This is an optimization exercise on Yosys and OpenROAD, whose aim is small area, not a production implementation. At most, simulation tests tie the RTL to the original design; equivalence was not proved. No functional check of the RTL was part of run 1. Power is estimated from default activity; no workload was simulated.

### flow/config.mk
export PLATFORM = sky130hd
export DESIGN_NAME = decode_hazard_stage
export DESIGN_NICKNAME = decode_hazard_stage
export VERILOG_FILES = /design/flow/design.v
export SDC_FILE = /design/flow/constraint.sdc
export NUM_CORES = 4
export LEC_CHECK = 0
export CAP_MARGIN = 10
export CORE_MARGIN = 2
export CORE_UTILIZATION = 70
export PLACE_DENSITY = 0.75
export SLEW_MARGIN = 10
export SYNTH_HIERARCHICAL = 1
### flow/constraint.sdc
create_clock -name core_clock -period 5.0 [get_ports {clk}]
set_input_delay 1.0000 -clock core_clock [delete_from_list [all_inputs] [get_ports {clk}]]
set_output_delay 1.0000 -clock core_clock [all_outputs]
set_load 0.01 [all_outputs]
### flow/design.v
module decode_hazard_stage #(
    parameter int DATA_W    = 32,
    parameter int REG_COUNT = 32,
    parameter int NPC_W     = 32,
    localparam int REG_AW   = $clog2(REG_COUNT)
) (
    input  logic              clk,
    input  logic              rst,
    input  logic              wb_reg_write,
    input  logic [REG_AW-1:0] wb_write_reg_location,
    input  logic [DATA_W-1:0] mem_wb_write_data,
    input  logic [31:0]       if_id_instr,
    input  logic [NPC_W-1:0]  if_id_npc,
    input  logic              flush,
    output logic              hazard_stall,
    output logic [1:0]        id_ex_wb,
    output logic [2:0]        id_ex_mem,
    output logic [3:0]        id_ex_execute,
    output logic [NPC_W-1:0]  id_ex_npc,
    output logic [DATA_W-1:0] id_ex_readdat1,
    output logic [DATA_W-1:0] id_ex_readdat2,
    output logic [DATA_W-1:0] id_ex_sign_ext,
    output logic [4:0]        id_ex_instr_bits_2521,
    output logic [4:0]        id_ex_instr_bits_2016,
    output logic [4:0]        id_ex_instr_bits_1511
);
    localparam logic [5:0] OP_RTYPE = 6'b000000;
    localparam logic [5:0] OP_LW    = 6'b100011;
    localparam logic [5:0] OP_SW    = 6'b101011;
    localparam logic [5:0] OP_BEQ   = 6'b000100;
    localparam logic [5:0] OP_ADDI  = 6'b001000;
    logic [DATA_W-1:0] regs [1:REG_COUNT-1];
    logic [DATA_W-1:0] wdata;
    logic [REG_COUNT-1:1] wen;
    logic [5:0] opcode;
    logic [4:0] f_rs, f_rt, f_rd;
    logic [8:0] ctrl;
    logic       uses_rt;
    assign opcode = if_id_instr[31:26];
    assign f_rs   = if_id_instr[25:21];
    assign f_rt   = if_id_instr[20:16];
    assign f_rd   = if_id_instr[15:11];
    assign wdata = mem_wb_write_data & {DATA_W{~rst}};
    always_comb begin
        for (int i = 1; i < REG_COUNT; i++)
            wen[i] = rst | (wb_reg_write && wb_write_reg_location == i);
    end
    always_ff @(posedge clk) begin
        for (int i = 1; i < REG_COUNT; i++)
            if (wen[i]) regs[i] <= wdata;
    end
    logic [REG_COUNT-1:1] sel1 [2], sel2 [2];
    for (genvar h = 0; h < 2; h++) begin : g_dec
        dhs_dec u_dec1 (.a(id_ex_instr_bits_2521), .s(sel1[h]));
        dhs_dec u_dec2 (.a(id_ex_instr_bits_2016), .s(sel2[h]));
    end
    for (genvar b = 0; b < DATA_W; b++) begin : g_rd
        logic [REG_COUNT-1:1] col;
        for (genvar i = 1; i < REG_COUNT; i++) begin : g_col
            assign col[i] = regs[i][b];
        end
        dhs_rd_bit u_rd1 (.d(col), .s(sel1[b / (DATA_W / 2)]), .y(id_ex_readdat1[b]));
        dhs_rd_bit u_rd2 (.d(col), .s(sel2[b / (DATA_W / 2)]), .y(id_ex_readdat2[b]));
    end
    always_comb begin
        case (opcode)
            OP_RTYPE: ctrl = {2'b10, 3'b000, 4'b1100};
            OP_LW:    ctrl = {2'b11, 3'b010, 4'b0001};
            OP_SW:    ctrl = {2'b00, 3'b001, 4'b0001};
            OP_BEQ:   ctrl = {2'b00, 3'b100, 4'b0010};
            OP_ADDI:  ctrl = {2'b10, 3'b000, 4'b0001};
            default:  ctrl = '0;
        endcase
    end
    assign uses_rt = (opcode == OP_RTYPE) || (opcode == OP_SW) || (opcode == OP_BEQ);
    assign hazard_stall = !rst && !flush && id_ex_mem[1] &&
                          (id_ex_instr_bits_2016 != 5'd0) &&
                          ((id_ex_instr_bits_2016 == f_rs) ||
                           ((id_ex_instr_bits_2016 == f_rt) && uses_rt));
    always_ff @(posedge clk) begin
        if (rst) begin
            id_ex_wb              <= '0;
            id_ex_mem             <= '0;
            id_ex_execute         <= '0;
            id_ex_npc             <= '0;
            id_ex_sign_ext        <= '0;
            id_ex_instr_bits_2521 <= '0;
            id_ex_instr_bits_2016 <= '0;
            id_ex_instr_bits_1511 <= '0;
        end else begin
            if (flush || hazard_stall) begin
                id_ex_wb      <= '0;
                id_ex_mem     <= '0;
                id_ex_execute <= '0;
            end else begin
                id_ex_wb      <= ctrl[8:7];
                id_ex_mem     <= ctrl[6:4];
                id_ex_execute <= ctrl[3:0];
            end
            id_ex_npc             <= if_id_npc;
            id_ex_sign_ext        <= {{(DATA_W-16){if_id_instr[15]}}, if_id_instr[15:0]};
            id_ex_instr_bits_2521 <= f_rs;
            id_ex_instr_bits_2016 <= f_rt;
            id_ex_instr_bits_1511 <= f_rd;
        end
    end
endmodule
module dhs_rd_bit (
    input  logic [31:1] d,
    input  logic [31:1] s,
    output logic        y
);
    logic [10:0] n;
    for (genvar k = 0; k < 10; k++) begin : g_aoi
        dhs_aoi222 u (.a0(d[3*k+1]), .b0(s[3*k+1]), .a1(d[3*k+2]), .b1(s[3*k+2]),
                      .a2(d[3*k+3]), .b2(s[3*k+3]), .y(n[k]));
    end
    assign n[10] = ~(d[31] & s[31]);
    assign y = ~(&n);
endmodule
module dhs_aoi222 (
    input  logic a0, b0, a1, b1, a2, b2,
    output logic y
);
    assign y = ~((a0 & b0) | (a1 & b1) | (a2 & b2));
endmodule
module dhs_dec (
    input  logic [4:0]  a,
    output logic [31:1] s
);
    always_comb begin
        for (int i = 1; i < 32; i++) s[i] = (a == i);
    end
endmodule
### flow/flow/run.sh
#!/bin/bash
# Standard ORFS layout with two changes:
#  - plain buf_1 cells (instead of the default delay cell) on the ports;
#  - clock tree from clkbuf_16 in sink clusters of up to 30 sinks, no dummy loads.
set -o pipefail
export BUFFER_PORTS_ARGS="-buffer_cell sky130_fd_sc_hd__buf_1"
export CTS_ARGS="-sink_clustering_enable -repair_clock_nets -dont_use_dummy_load -buf_list sky130_fd_sc_hd__clkbuf_16 -sink_clustering_size 30 -sink_clustering_max_diameter 60"
bash standard.sh > standard.log 2>&1
### flow/standard.sh
#!/bin/bash
# synth_recipe.tcl (not shown) runs the flow's synth.tcl, then flattens the netlist and writes it again
# the make line also repeats each setting of config.mk as NAME=value (left out here)
make -C /OpenROAD-flow-scripts/flow DESIGN_CONFIG=/design/flow/config.mk WORK_HOME=/design/flow/orfs CLKGATE_MAP_FILE= SYNTH_SCRIPT=/design/flow/synth_recipe.tcl "${@:-finish}"
==> results.yml, run 1 <==
status:
  status: "complete, no violations"
sta:
  fin_crit_sh: 0.950
  timing.setup.tns_ps: 0
  fin_ws_ps: 248
  layout_min_cycle_time_ps: 4750
  setup_violations: 0
  finalHoldViolCount: 0
  grt_setup_unrepaired: "false"
  fin_hold_ws_ps: 548
  slew_headroom: 0.119
  fmax_ghz: 0.210
  slew_viol_final: 0
  clock-skew-final_ps: 48.9
  worst_pin_slew_ps: 1320
route:
  met3WireLength_um: 22500
  detailedRoute.firstIterationViolations: 8255
  ant_nets: 0
  maxUsedRoutingLayer: "met5"
  detail_route.drc_violations: 0
  detail_route.wirelength_um: 142000
  vias: 30900
  vias_per_cell: 8.66
  wl_met1_um: 42000
  length_of_routed_met2_wiring_um: 64700
  first_pass_iters: 23
  post_drt_wl_per_cell_um: 39.9
floorplan:
  floorplan.initialDensity: 0.706
  floorplan.die.width_um: 248
  chipHeight_um: 248
  rows: 89
  coreArea_um2: 58800
  fp.dieArea_um2: 61300
  ioPinCount: 258
placed_design:
  place.detailed.instances: 3507
  gp_congestion: 0.983
  placement.setup.worst_slack_ps: 1180
  place_hpwl_um: 86200
  io_buffers: 257
final_layout:
  final_nets: 2893
  finalNonFillerCells: 3565
  commonest_cells_after_routing_fill_and_taps_aside: "sky130_fd_sc_hd__edfxtp_1 (992), sky130_fd_sc_hd__a222oi_1 (640), sky130_fd_sc_hd__buf_1 (256), sky130_fd_sc_hd__buf_4 (170), sky130_fd_sc_hd__nand4_1 (130)"
  syn_to_final_growth_pct: 11.3
  final_layout_size_suffix_gt1_frac: 0.112
  final_common_cell: "sky130_fd_sc_hd__edfxtp_1"
cts:
  path_clk_slew_ps: 110
  post_cts_repair_resize_count: 0
  cts_inserted_buffers: 52
  post_cts_setup_inserts: 0
  tritoncts: "yes"
  max-clock-path-buffers: 3
  clockRootBuffer: "sky130_fd_sc_hd__clkbuf_16"
  clock_latency_ps: 680
  cts-hold-fix-buffers: 0
  count_of_h_tree_levels_built_during_cts: 2
  clkSinkCount: 1056
global_route:
  final_global_route_overflow_total: 0
  global_route.usage.total: 0.457
  first_global_vias: 30100
  grt_antenna_before_repair: 9
  grt_max_degree: 47
  grt_first_pass_wirelength_um: 198000
critical_path:
  endpoint_kind: "primary output"
  arrival_ps: 3750
  critPathRequiredTime_ps: 4000
  start_kind: "register"
  worst-r2r-setup-slack_ps: 2690
  rr_worst_depth: 5
  worstSetupPathType: "reg2out"
  crit_fanout: 20
yosys:
  syn_avg_cell_area_um2: 17.6
  seq_area_frac_synth: 0.748
  synthCells: 2358
  synth.net_count: 2463
  synth-warning-count: 12
  synth-seq-cells: 1056
  yosys.area.top_type_share: 0.718
  synth_area_leader_cell: "sky130_fd_sc_hd__edfxtp_1"
  mappedNetlistArea_um2: 41500
  synth_top_cells_by_area: "sky130_fd_sc_hd__edfxtp_1 (72%), sky130_fd_sc_hd__a222oi_1 (15%), sky130_fd_sc_hd__dfxtp_1 (3.1%), sky130_fd_sc_hd__nand4_1 (2.0%), sky130_fd_sc_hd__a2111o_1 (1.7%)"
  synth.lib_cells_used.distinct: 33
power:
  static-leakage-power_uw: 0.0154
  design_power_total_uw: 16700
  vdd.ir_drop.worst_uv: 480
  power_density_nw_per_um2: 362
flow_run:
  drv_cap: 0
worst_hold_path:
  timing.hold.worst.class: "in2reg"
  whs_path_cells: 2
==> path summary, 6_finish.rpt <==
path,start,end
setup / recovery,id_ex_instr_bits_2016[0]$_SDFF_PP0_,id_ex_readdat2[3]
hold / removal,if_id_npc[14],id_ex_npc[14]$_SDFF_PP0_
hold reg to reg,id_ex_wb[0]$_SDFF_PP0_,id_ex_mem[0]$_SDFF_PP0_
setup reg to reg,id_ex_instr_bits_2016[2]$_SDFF_PP0_,id_ex_execute[0]$_SDFF_PP0_
==> final cells by class <==
type / count / area, µm²
sequential: 1056 / 31100
antenna: 6 / 15.0
clock buffer: 52 / 1300
fill: 3164 / 12600
multi-input combinational: 1250 / 10600
inverter: 1 / 3.75
timing repair buffer: 427 / 2240
tap: 773 / 967
==> critical path, cell delays in order (launching register included) <==
cell and delay [ps]:
sky130_fd_sc_hd__dfxtp_1 910, sky130_fd_sc_hd__or3b_4 290, sky130_fd_sc_hd__nor2_1 50, sky130_fd_sc_hd__buf_4 230, sky130_fd_sc_hd__a222oi_1 410, sky130_fd_sc_hd__nand4_1 420
sky130_fd_sc_hd__a2111o_1 570, sky130_fd_sc_hd__buf_1 170
==> Yosys stat by module, one instance, submodules excluded <==
module / flops+latches / cells / copies in the design / area [µm²]
dhs_aoi222: 0 / 1 / 640 / 10.0
dhs_rd_bit: 0 / 4 / 64 / 27.5
dhs_dec: 0 / 46 / 4 / 218
decode_hazard_stage: 1056 / 1278 / 1 / 32500
==> cell families after synthesis <==
kind of cell | count (synthesis) | synth area share
XOR/XNOR | 10 | 0.00211
AO/OA/AOI/OAI | 729 | 0.177
flip-flops | 1056 | 0.748
buffers and inverters | 52 | 0.00687
AND/OR/NAND/NOR | 511 | 0.0658
==> per-layer routing <==
metal | global-route usage | vias up
met5 | 0 | -
li1 | - | 12000
met1 | 0.548 | 14700
met3 | 0.138 | 756
met2 | 0.705 | 3335
met4 | 0.344 | 4
==> cell usage after synthesis <==
master                      instances
sky130_fd_sc_hd__edfxtp_1         992
sky130_fd_sc_hd__a222oi_1         640
sky130_fd_sc_hd__nor2_1           131
sky130_fd_sc_hd__nand4_1          130
sky130_fd_sc_hd__nor2b_1           92
sky130_fd_sc_hd__nand2_1           90
sky130_fd_sc_hd__a2111o_1          64
sky130_fd_sc_hd__dfxtp_1           64
sky130_fd_sc_hd__clkbuf_1          27
sky130_fd_sc_hd__buf_4             24
sky130_fd_sc_hd__nand2b_1          14
sky130_fd_sc_hd__or3b_4            13
sky130_fd_sc_hd__nand3b_1          12
sky130_fd_sc_hd__nand3_1            9
sky130_fd_sc_hd__o21ai_0            9
sky130_fd_sc_hd__xnor2_1            8
sky130_fd_sc_hd__o31ai_1            7
sky130_fd_sc_hd__nor4_1             4
sky130_fd_sc_hd__or2_2              4
sky130_fd_sc_hd__or3_1              4
sky130_fd_sc_hd__a21o_1             3
sky130_fd_sc_hd__nor3_1             3
sky130_fd_sc_hd__o41ai_1            3
sky130_fd_sc_hd__xor2_1             2
sky130_fd_sc_hd__a2111oi_2          1
sky130_fd_sc_hd__a2111oi_4          1
sky130_fd_sc_hd__clkinv_1           1
sky130_fd_sc_hd__nand3_2            1
sky130_fd_sc_hd__nor4_2             1
sky130_fd_sc_hd__nor4b_2            1
sky130_fd_sc_hd__o211ai_4           1
sky130_fd_sc_hd__or2_1              1
sky130_fd_sc_hd__or4_4              1
==> state kept, by name, summed over array words and instances, names as in the netlist <==
name                   cells
id_ex_instr_bits_2521      5
id_ex_sign_ext            16
id_ex_npc                 32
id_ex_mem                  1
id_ex_execute              3
regs                     992
id_ex_instr_bits_2016      5
id_ex_wb                   2
==> power by group <==
group	total [µW]	leakage, µW	internal [µW]	switching (µW)
Sequential	10900	0.0101	10500	428
Clock	4420	0.000641	1850	2570
Combinational	1370	0.00461	363	1000
==> stage by stage <==
stage / cell area (µm²) / utilization
3_5_place_dp: 44800 / 0.762
2_1_floorplan: 41500 / -
4_1_cts: 46100 / 0.784
6_report: 46200 / 0.786
5_1_grt: 46200 / 0.786
3_3_place_gp: 44800 / 0.762
==> run 2, diff against run 1 <==
--- a/flow/design.v
+++ b/flow/design.v
@@ -34,2 +34,3 @@
     logic [REG_COUNT-1:1] wen;
+    logic                 wr_valid;
     logic [5:0] opcode;
@@ -43,2 +44,3 @@
     assign wdata = mem_wb_write_data & {DATA_W{~rst}};
+    assign wr_valid = wb_reg_write && (wb_write_reg_location != '0);
     always_comb begin
@@ -51,6 +53,12 @@
     end
-    logic [REG_COUNT-1:1] sel1 [2], sel2 [2];
-    for (genvar h = 0; h < 2; h++) begin : g_dec
-        dhs_dec u_dec1 (.a(id_ex_instr_bits_2521), .s(sel1[h]));
-        dhs_dec u_dec2 (.a(id_ex_instr_bits_2016), .s(sel2[h]));
+    logic [REG_COUNT-1:1] sel1, sel2;
+    logic                 byp1, byp2;
+    logic [DATA_W-1:0]    rd1, rd2;
+    always_comb begin
+        byp1 = !rst && wr_valid && (wb_write_reg_location == f_rs);
+        byp2 = !rst && wr_valid && (wb_write_reg_location == f_rt);
+        for (int i = 1; i < REG_COUNT; i++) begin
+            sel1[i] = !rst && !byp1 && (f_rs == i);
+            sel2[i] = !rst && !byp2 && (f_rt == i);
+        end
     end
@@ -61,4 +69,8 @@
         end
-        dhs_rd_bit u_rd1 (.d(col), .s(sel1[b / (DATA_W / 2)]), .y(id_ex_readdat1[b]));
-        dhs_rd_bit u_rd2 (.d(col), .s(sel2[b / (DATA_W / 2)]), .y(id_ex_readdat2[b]));
+        dhs_rd_bit u_rd1 (.d({mem_wb_write_data[b], col}), .s({byp1, sel1}), .y(rd1[b]));
+        dhs_rd_bit u_rd2 (.d({mem_wb_write_data[b], col}), .s({byp2, sel2}), .y(rd2[b]));
+    end
+    always_ff @(posedge clk) begin
+        id_ex_readdat1 <= rd1;
+        id_ex_readdat2 <= rd2;
     end
@@ -108,4 +120,4 @@
 module dhs_rd_bit (
-    input  logic [31:1] d,
-    input  logic [31:1] s,
+    input  logic [32:1] d,
+    input  logic [32:1] s,
     output logic        y
@@ -117,3 +129,3 @@
     end
-    assign n[10] = ~(d[31] & s[31]);
+    assign n[10] = ~((d[31] & s[31]) | (d[32] & s[32]));
     assign y = ~(&n);
@@ -126,9 +138 @@
 endmodule
-module dhs_dec (
-    input  logic [4:0]  a,
-    output logic [31:1] s
-);
-    always_comb begin
-        for (int i = 1; i < 32; i++) s[i] = (a == i);
-    end
-endmodule
--- a/flow/config.mk
+++ b/flow/config.mk
@@ -7,3 +7,3 @@
 export LEC_CHECK = 0
-export CAP_MARGIN = 10
+export CAP_MARGIN = 20
 export CORE_MARGIN = 2
@@ -11,3 +11,3 @@
 export PLACE_DENSITY = 0.75
-export SLEW_MARGIN = 10
+export SLEW_MARGIN = 20
 export SYNTH_HIERARCHICAL = 1
==> run 2 against run 1 <==
Fmax rose by 19%. Via count grew 5.0%. Area after synthesis up 4.2%. Routed wire length grew 6.5%. Sequential cell count rose by 64. Sequential power is 6% higher. Count of clock-buffer cells in the layout is 2 higher. Die area grew 4.1%. Cell count grew 1.4%. Critical endpoint is now id_ex_readdat2[18]$_DFF_P_. Worst setup slack gained 750 ps. Still clean. Global-route usage up 0.96 points.
==> results.yml, run 2 <==
worst_hold_path:
  hold_path.startpoint: "if_id_instr[0]"
  min_delay_worst_endpoint: "id_ex_sign_ext[0]$_SDFF_PP0_"
  whs_path_cells: 2
  timing.hold.worst.class: "in2reg"
route:
  detailedRoute.firstIterationViolations: 9209
  ant_nets: 0
  vias: 32400
  first_pass_iters: 15
  post_drt_wl_per_cell_um: 41.9
  detail_route.drc_violations: 0
  vias_per_cell: 8.96
  detail_route.wirelength_um: 152000
yosys:
  synth-adder-area-share: 0
  synth-simple-area-share: 0.0708
  proportion_of_synthesized_area_in_mux_cells: 0
  synth_edf_count: 992
  synth_xor_xnor_area_share: 0.00405
  seq_area_frac_synth: 0.748
  synth.lib_cells_used.distinct: 40
  synth_top_family_by_area: "compound AO/OA/AOI/OAI gates"
  synth.net_count: 2541
  async_reset_ff_frac: 0
  yosys.area.top_type_share: 0.689
  ys_dominant_reg_cell: "sky130_fd_sc_hd__edfxtp_1"
  synth_area_leader_cell: "sky130_fd_sc_hd__edfxtp_1"
  synthCells: 2436
  synth-compound-area-share: 0.169
  synth_top_cells_by_area: "sky130_fd_sc_hd__edfxtp_1 (69%), sky130_fd_sc_hd__a222oi_1 (15%), sky130_fd_sc_hd__dfxtp_1 (5.9%), sky130_fd_sc_hd__nand4_1 (1.9%), sky130_fd_sc_hd__or4_4 (1.7%)"
  post_synth_most_frequent_cells: "sky130_fd_sc_hd__edfxtp_1 (992), sky130_fd_sc_hd__a222oi_1 (640), sky130_fd_sc_hd__nand4_1 (133), sky130_fd_sc_hd__dfxtp_1 (128), sky130_fd_sc_hd__nor2b_1 (94)"
  synth-seq-cells: 1120
  mappedNetlistArea_um2: 43200
  synth.most_common_cell: "sky130_fd_sc_hd__edfxtp_1"
  synth-warning-count: 8
  syn_avg_cell_area_um2: 17.8
final_layout:
  seqCellArea_um2: 32400
  commonest_cells_after_routing_fill_and_taps_aside: "sky130_fd_sc_hd__edfxtp_1 (992), sky130_fd_sc_hd__a222oi_1 (640), sky130_fd_sc_hd__buf_1 (256), sky130_fd_sc_hd__nand4_1 (133), sky130_fd_sc_hd__buf_4 (130)"
  max_reg_flops: 992
  largest-register: "regs"
  filler_cell_count: 3419
  final_nets: 2929
  multi_input_comb_area_um2: 11200
  final_common_cell: "sky130_fd_sc_hd__edfxtp_1"
  syn_to_final_growth_pct: 11.0
  final_layout_size_suffix_gt1_frac: 0.133
  finalInstanceArea_um2: 48000
sta:
  fin_ws_ps: 1000
  finalHoldViolCount: 0
  setup_violations: 0
  grt_setup_unrepaired: "false"
  fin_crit_sh: 0.800
  timing.setup.tns_ps: 0
  clock-skew-final_ps: 53.5
  layout_min_cycle_time_ps: 4000
  slew_viol_final: 0
  slew_headroom: 0.217
  fmax_ghz: 0.250
  worst_pin_slew_ps: 1170
cts:
  cts-hold-fix-buffers: 0
  clkSinkCount: 1120
  max-clock-path-buffers: 3
  count_of_h_tree_levels_built_during_cts: 2
  tritoncts: "yes"
  clockRootBuffer: "sky130_fd_sc_hd__clkbuf_16"
  post_cts_setup_inserts: 0
  path_clk_slew_ps: 100
  post_cts_repair_resize_count: 0
  cts_inserted_buffers: 54
  clock_latency_ps: 660
placed_design:
  detailed_place.area_um2: 46500
  place_hpwl_um: 86800
  io_buffers: 257
  placement.setup.worst_slack_ps: 580
  gp_congestion: 0.986
status:
  status: "complete, no violations"
floorplan:
  floorplan.die.width_um: 253
  chipHeight_um: 253
  fp.dieArea_um2: 63800
  coreArea_um2: 61400
  rows: 91
  floorplan.initialDensity: 0.705
  ioPinCount: 258
global_route:
  grt.met3_usage: 0.158
  grt_max_degree: 101
  gr-usage-met2: 0.676
  grt_util_met1: 0.593
  grt.busiest_layer: "met2"
  grt_antenna_before_repair: 3
  global_route.usage.total: 0.467
  first_global_vias: 31000
  grt_first_pass_wirelength_um: 210000
  final_global_route_overflow_total: 0
power:
  share_seq_of_total_power: 0.662
  combinationalPowerShare: 0.073
  internal-power_uw: 13400
  static-leakage-power_uw: 0.0158
  vdd.ir_drop.worst_uv: 396
  switching_share: 0.235
  power_frac_clock: 0.265
  power_density_nw_per_um2: 364
  netSwitchingPower_uw: 4100
critical_path:
  rr_worst_depth: 3
  crit_fanout: 27
  critPathLaunch: "wb_write_reg_location[1]"
  endpoint_kind: "register"
  r2r-start: "regs[25][18]$_DFFE_PP_"
  arrival_ps: 4530
  worst-r2r-setup-slack_ps: 2960
  start_kind: "primary input"
  critPathRequiredTime_ps: 5530
  regToRegEndpoint: "id_ex_readdat2[18]$_DFF_P_"
  worstSetupPathType: "in2reg"
flow_run:
  drv_cap: 0
==> run 2: how the worst max path moves through the flow <==
stage                                       endpoint  depth (start not counted)
after floorplan            id_ex_readdat2[0]$_DFF_P_                          7
after global placement     id_ex_readdat1[5]$_DFF_P_                         11
after detailed placement   id_ex_readdat1[5]$_DFF_P_                         11
after CTS                 id_ex_readdat2[18]$_DFF_P_                         10
after global routing      id_ex_readdat2[18]$_DFF_P_                         10
final                     id_ex_readdat2[18]$_DFF_P_                         10
==> run 2: layout make-up <==
cell class / count / share of cell area
inverters: 3 / 0.000235
multi-input cells: 1252 / 0.234
repair buffers: 393 / 0.0426
clock buffers: 54 / 0.0282
flip-flops and latches: 1120 / 0.674
diodes: 2 / 0.000104
well taps: 790 / 0.0206
==> run 2: modules after synthesis, one instance, submodules excluded <==
| module | cells | flops+latches |
|---|---|---|
| dhs_aoi222 | 1 | 0 |
| dhs_rd_bit | 5 | 0 |
| decode_hazard_stage | 1476 | 1120 |
==> run 2: power groups by stage <==
stage / logic (µW) / clock network, µW / registers [µW]
after floorplan: 563 / 0 / 11600
after global placement: 1170 / 0 / 11700
after detailed placement: 1200 / 0 / 11700
after CTS: 1200 / 4590 / 11500
after global routing: 1290 / 4880 / 11600
final: 1280 / 4620 / 11600
==> run 2: critical path: stages <==
cell                       delay (ps)
sky130_fd_sc_hd__buf_1            440
sky130_fd_sc_hd__xnor2_1          200
sky130_fd_sc_hd__nand3_1          170
sky130_fd_sc_hd__nor3_2           170
sky130_fd_sc_hd__buf_4            440
sky130_fd_sc_hd__nor3_2           230
sky130_fd_sc_hd__buf_4            340
sky130_fd_sc_hd__a222oi_1         570
sky130_fd_sc_hd__nand4_1          330
sky130_fd_sc_hd__or4_4            600
==> run 2: logic make-up (layout without fill, tap and decap cells) <==
kind of cell / after synthesis / count (layout)
xor gates and xnor gates: 20 / 20
buffers and inverters: 64 / 450
AOI/OAI and AO/OA: 745 / 745
and+or+nand+nor: 487 / 487
DFF: 1120 / 1120
other: 0 / 2
==> run 2: per-stage QoR <==
step                hold slack, ps  total power, µW   util  std cells
finish                         550            17500  0.782       3614
global route                   561            17800  0.782       3612
floorplan                      567            12200      -       2436
detailed placement             592            12900  0.758       3556
CTS                            530            17300  0.780       3610
global placement               582            12800  0.757       3554
==> run 2: routing by layer <==
layer | vias to the layer above | share of wire
li1 | 12300 | -
met1 | 15300 | 0.29
met2 | 3968 | 0.42
met3 | 829 | 0.19
met4 | 6 | 0.095
met5 | - | 0.00023
==> run 3, diff against run 2 <==
==> flow/flow/run.sh (replaced) <==
#!/bin/bash
# Standard ORFS layout with two changes:
#  - plain buffers (instead of the default delay cell) on the ports;
#  - clock tree from clkbuf_16 in larger sink clusters, no dummy loads.
set -o pipefail
export BUFFER_PORTS_ARGS="-buffer_cell sky130_fd_sc_hd__buf_2"
export CTS_ARGS="-sink_clustering_enable -repair_clock_nets -dont_use_dummy_load -buf_list sky130_fd_sc_hd__clkbuf_16 -sink_clustering_size 30 -sink_clustering_max_diameter 60"
bash standard.sh > standard.log 2>&1
==> run 3 against run 2 <==
Still clean. Fmax fell by 6.4%. Register-to-register slack got worse by 230 ps. Clock skew fell by 5.3 ps. Die area unchanged. Sequential cell count stayed put. Hold slack worse by 11 ps. Largest power group unchanged. Highest routed layer unchanged.
==> results.yml, run 3 <==
status:
  status: "complete, no violations"
sta:
  timing.setup.tns_ps: 0
  slew_viol_final: 0
  slew_headroom: 0.195
  worst_pin_slew_ps: 1200
  clock-skew-final_ps: 48.2
  fmax_ghz: 0.234
  grt_setup_unrepaired: "false"
  layout_min_cycle_time_ps: 4270
  fin_hold_ws_ps: 539
  setup_violations: 0
  fin_crit_sh: 0.854
  finalHoldViolCount: 0
route:
  first_pass_iters: 16
  detailedRoute.firstIterationViolations: 9199
  ant_nets: 0
  post_drt_wl_per_cell_um: 43.8
  detail_route.drc_violations: 0
  detail_route.wirelength_um: 157000
  vias: 32500
  vias_per_cell: 9.05
yosys:
  synth_area_leader_cell: "sky130_fd_sc_hd__edfxtp_1"
  synth.net_count: 2541
  post_synth_most_frequent_cells: "sky130_fd_sc_hd__edfxtp_1 (992), sky130_fd_sc_hd__a222oi_1 (640), sky130_fd_sc_hd__nand4_1 (133), sky130_fd_sc_hd__dfxtp_1 (128), sky130_fd_sc_hd__nor2b_1 (94)"
  ys_dominant_reg_cell: "sky130_fd_sc_hd__edfxtp_1"
  syn_avg_cell_area_um2: 17.8
  synth-seq-cells: 1120
  async_reset_ff_frac: 0
  synth_top_cells_by_area: "sky130_fd_sc_hd__edfxtp_1 (69%), sky130_fd_sc_hd__a222oi_1 (15%), sky130_fd_sc_hd__dfxtp_1 (5.9%), sky130_fd_sc_hd__nand4_1 (1.9%), sky130_fd_sc_hd__or4_4 (1.7%)"
  synth_edf_count: 992
  seq_area_frac_synth: 0.748
  synthCells: 2436
  synth-warning-count: 8
  yosys.area.top_type_share: 0.689
  synth.most_common_cell: "sky130_fd_sc_hd__edfxtp_1"
  synth.lib_cells_used.distinct: 40
  mappedNetlistArea_um2: 43200
critical_path:
  end_point_of_the_critical_path: "id_ex_readdat1[23]$_DFF_P_"
  arrival_ps: 4770
  endpoint_kind: "register"
  worstSetupPathType: "in2reg"
  worst-r2r-setup-slack_ps: 2730
  crit_fanout: 32
  critPathLaunch: "wb_write_reg_location[2]"
  regToRegEndpoint: "id_ex_readdat2[19]$_DFF_P_"
  r2r-start: "regs[22][19]$_DFFE_PP_"
  critPathRequiredTime_ps: 5500
  start_kind: "primary input"
  rr_worst_depth: 3
cts:
  post_cts_setup_inserts: 0
  cts_inserted_buffers: 55
  post_cts_repair_resize_count: 0
  path_clk_slew_ps: 100
  count_of_h_tree_levels_built_during_cts: 2
  clock_latency_ps: 660
  max-clock-path-buffers: 3
  clockRootBuffer: "sky130_fd_sc_hd__clkbuf_16"
  tritoncts: "yes"
  clkSinkCount: 1120
  cts-hold-fix-buffers: 0
placed_design:
  gp_congestion: 1.06
  io_buffers: 257
  place_hpwl_um: 88800
worst_hold_path:
  timing.hold.worst.class: "in2reg"
global_route:
  global_route.usage.total: 0.485
  grt_antenna_before_repair: 7
  first_global_vias: 31300
  grt_first_pass_wirelength_um: 217000
  final_global_route_overflow_total: 0
  grt_max_degree: 57
final_layout:
  final_common_cell: "sky130_fd_sc_hd__edfxtp_1"
  largest-register: "regs"
  final_nets: 2909
  syn_to_final_growth_pct: 11.4
  max_reg_flops: 992
  final_layout_size_suffix_gt1_frac: 0.218
  commonest_cells_after_routing_fill_and_taps_aside: "sky130_fd_sc_hd__edfxtp_1 (992), sky130_fd_sc_hd__a222oi_1 (640), sky130_fd_sc_hd__buf_2 (256), sky130_fd_sc_hd__nand4_1 (133), sky130_fd_sc_hd__dfxtp_1 (128)"
floorplan:
  fp.dieArea_um2: 63800
  floorplan.initialDensity: 0.705
  rows: 91
  coreArea_um2: 61400
  ioPinCount: 258
  floorplan.die.width_um: 253
  chipHeight_um: 253
power:
  static-leakage-power_uw: 0.0166
  power_density_nw_per_um2: 365
  vdd.ir_drop.worst_uv: 384
flow_run:
  drv_cap: 0
==> run 3: changes by cell type in the layout (fill, tap and decap cells not counted), moves of 2 or more <==
cell	before	now
sky130_fd_sc_hd__buf_1	256	0
sky130_fd_sc_hd__buf_2	0	256
sky130_fd_sc_hd__buf_4	130	112
sky130_fd_sc_hd__buf_6	2	0
==> run 3: final cells by class <==
type | instances | area [µm²]
multi-input cells | 1252 | 11200
inverters | 3 | 11.3
fillers | 3389 | 13200
repair buffers | 372 | 2200
diodes | 1 | 2.50
clock buffers | 55 | 1380
flip-flops and latches | 1120 | 32400
well taps | 790 | 988
==> run 3: per-module statistics from Yosys (local to each module, per instance) <==
module	cell area, µm²	cells inside
dhs_aoi222	10.0	1
decode_hazard_stage	34500	1476
dhs_rd_bit	36.3	5
==> run 3: layer usage <==
metal,wire length (µm),global-route usage,vias to the layer above
met2,66200,0.695,3977
li1,-,-,12300
met1,45800,0.604,15400
met5,109,0.00309,-
met3,30000,0.179,895
met4,15200,0.375,12
==> run 3: worst min path at each step <==
stage                                      from                            to  slack, ps  cells after the start
after floorplan            regs[5][0]$_DFFE_PP_     id_ex_readdat1[0]$_DFF_P_        570                      3
after global placement    regs[5][19]$_DFFE_PP_    id_ex_readdat1[19]$_DFF_P_        580                      3
after global routing             if_id_instr[0]  id_ex_sign_ext[0]$_SDFF_PP0_        550                      2
after CTS                        if_id_instr[0]  id_ex_sign_ext[0]$_SDFF_PP0_        530                      2
after detailed placement  regs[5][19]$_DFFE_PP_    id_ex_readdat1[19]$_DFF_P_        590                      3
final                            if_id_instr[0]  id_ex_sign_ext[0]$_SDFF_PP0_        540                      2
==> run 3: cell families after synthesis <==
| group | synth area share |
|---|---|
| flip-flops | 0.748 |
| AND/OR/NAND/NOR | 0.0708 |
| XOR/XNOR | 0.00405 |
| AO/OA/AOI/OAI | 0.169 |
| buffers and inverters | 0.00793 |
==> run 3: critical path, stage by stage <==
cell and delay (ps):
sky130_fd_sc_hd__buf_2 220, sky130_fd_sc_hd__or2_4 270, sky130_fd_sc_hd__o41ai_4 110, sky130_fd_sc_hd__nor4_4 570, sky130_fd_sc_hd__buf_4 450, sky130_fd_sc_hd__nor3_2 90
sky130_fd_sc_hd__buf_4 350, sky130_fd_sc_hd__a222oi_1 520, sky130_fd_sc_hd__nand4_1 520, sky130_fd_sc_hd__or4_4 640
==> run 3: stage by stage <==
stage               setup WS [ps]  utilization  power [µW]  std cells  cell area (µm²)
global placement              483        0.761       12900       3537            46700
finish                        731        0.785       17600       3593            48200
floorplan                     250            -       12200       2436            43200
CTS                           993        0.784       17400       3592            48100
detailed placement            285        0.761       13000       3537            46700
global route                  768        0.785       17900       3592            48200
==> run 3: where the power goes <==
| part | internal, µW | total [µW] | switching, µW |
|---|---|---|---|
| sequential | 11100 | 11500 | 463 |
| combinational | 393 | 1360 | 967 |
| clock | 1960 | 4670 | 2720 |
| total | 13400 | 17600 | 4150 |

what the ideal ports hide:
Ports are ideal in the flow. The routed layouts listed here were re-timed in OpenROAD. Step 1: set_driving_cell puts a clkbuf_16 on clk and a buf_2 on each other input, an assumption about the parent block. Step 2, shift: input delay + t, output delay - t, t = (earliest + latest rising clock arrival at the registers) / 2. This alone moves slack from input paths to output paths. a / b / c = no drivers / after step 1 / after step 2; a / b = the first two.
| run | t, ns | slack for setup (ns) | latest minus earliest clock arrival (ns) | worst slew at a driven data input, ns | pins driven straight from the clock port |
|---|---|---|---|---|---|
| run 1 | 0.702 | 0.248 / 0.185 / 0.887 | 0.079 / 0.079 | 0.15 | 1 |
| run 2 | 0.711 | 1.002 / 1.028 / 0.317 | 0.073 / 0.073 | 0.15 | 1 |
| run 3 | 0.713 | 0.731 / 0.765 / 0.053 | 0.064 / 0.063 | 0.14 | 1 |
After both steps setup and hold are still met in every run listed. The setup slack of run 2, which loses most, moves by +0.026 ns with the drivers and by -0.685 ns with both steps.
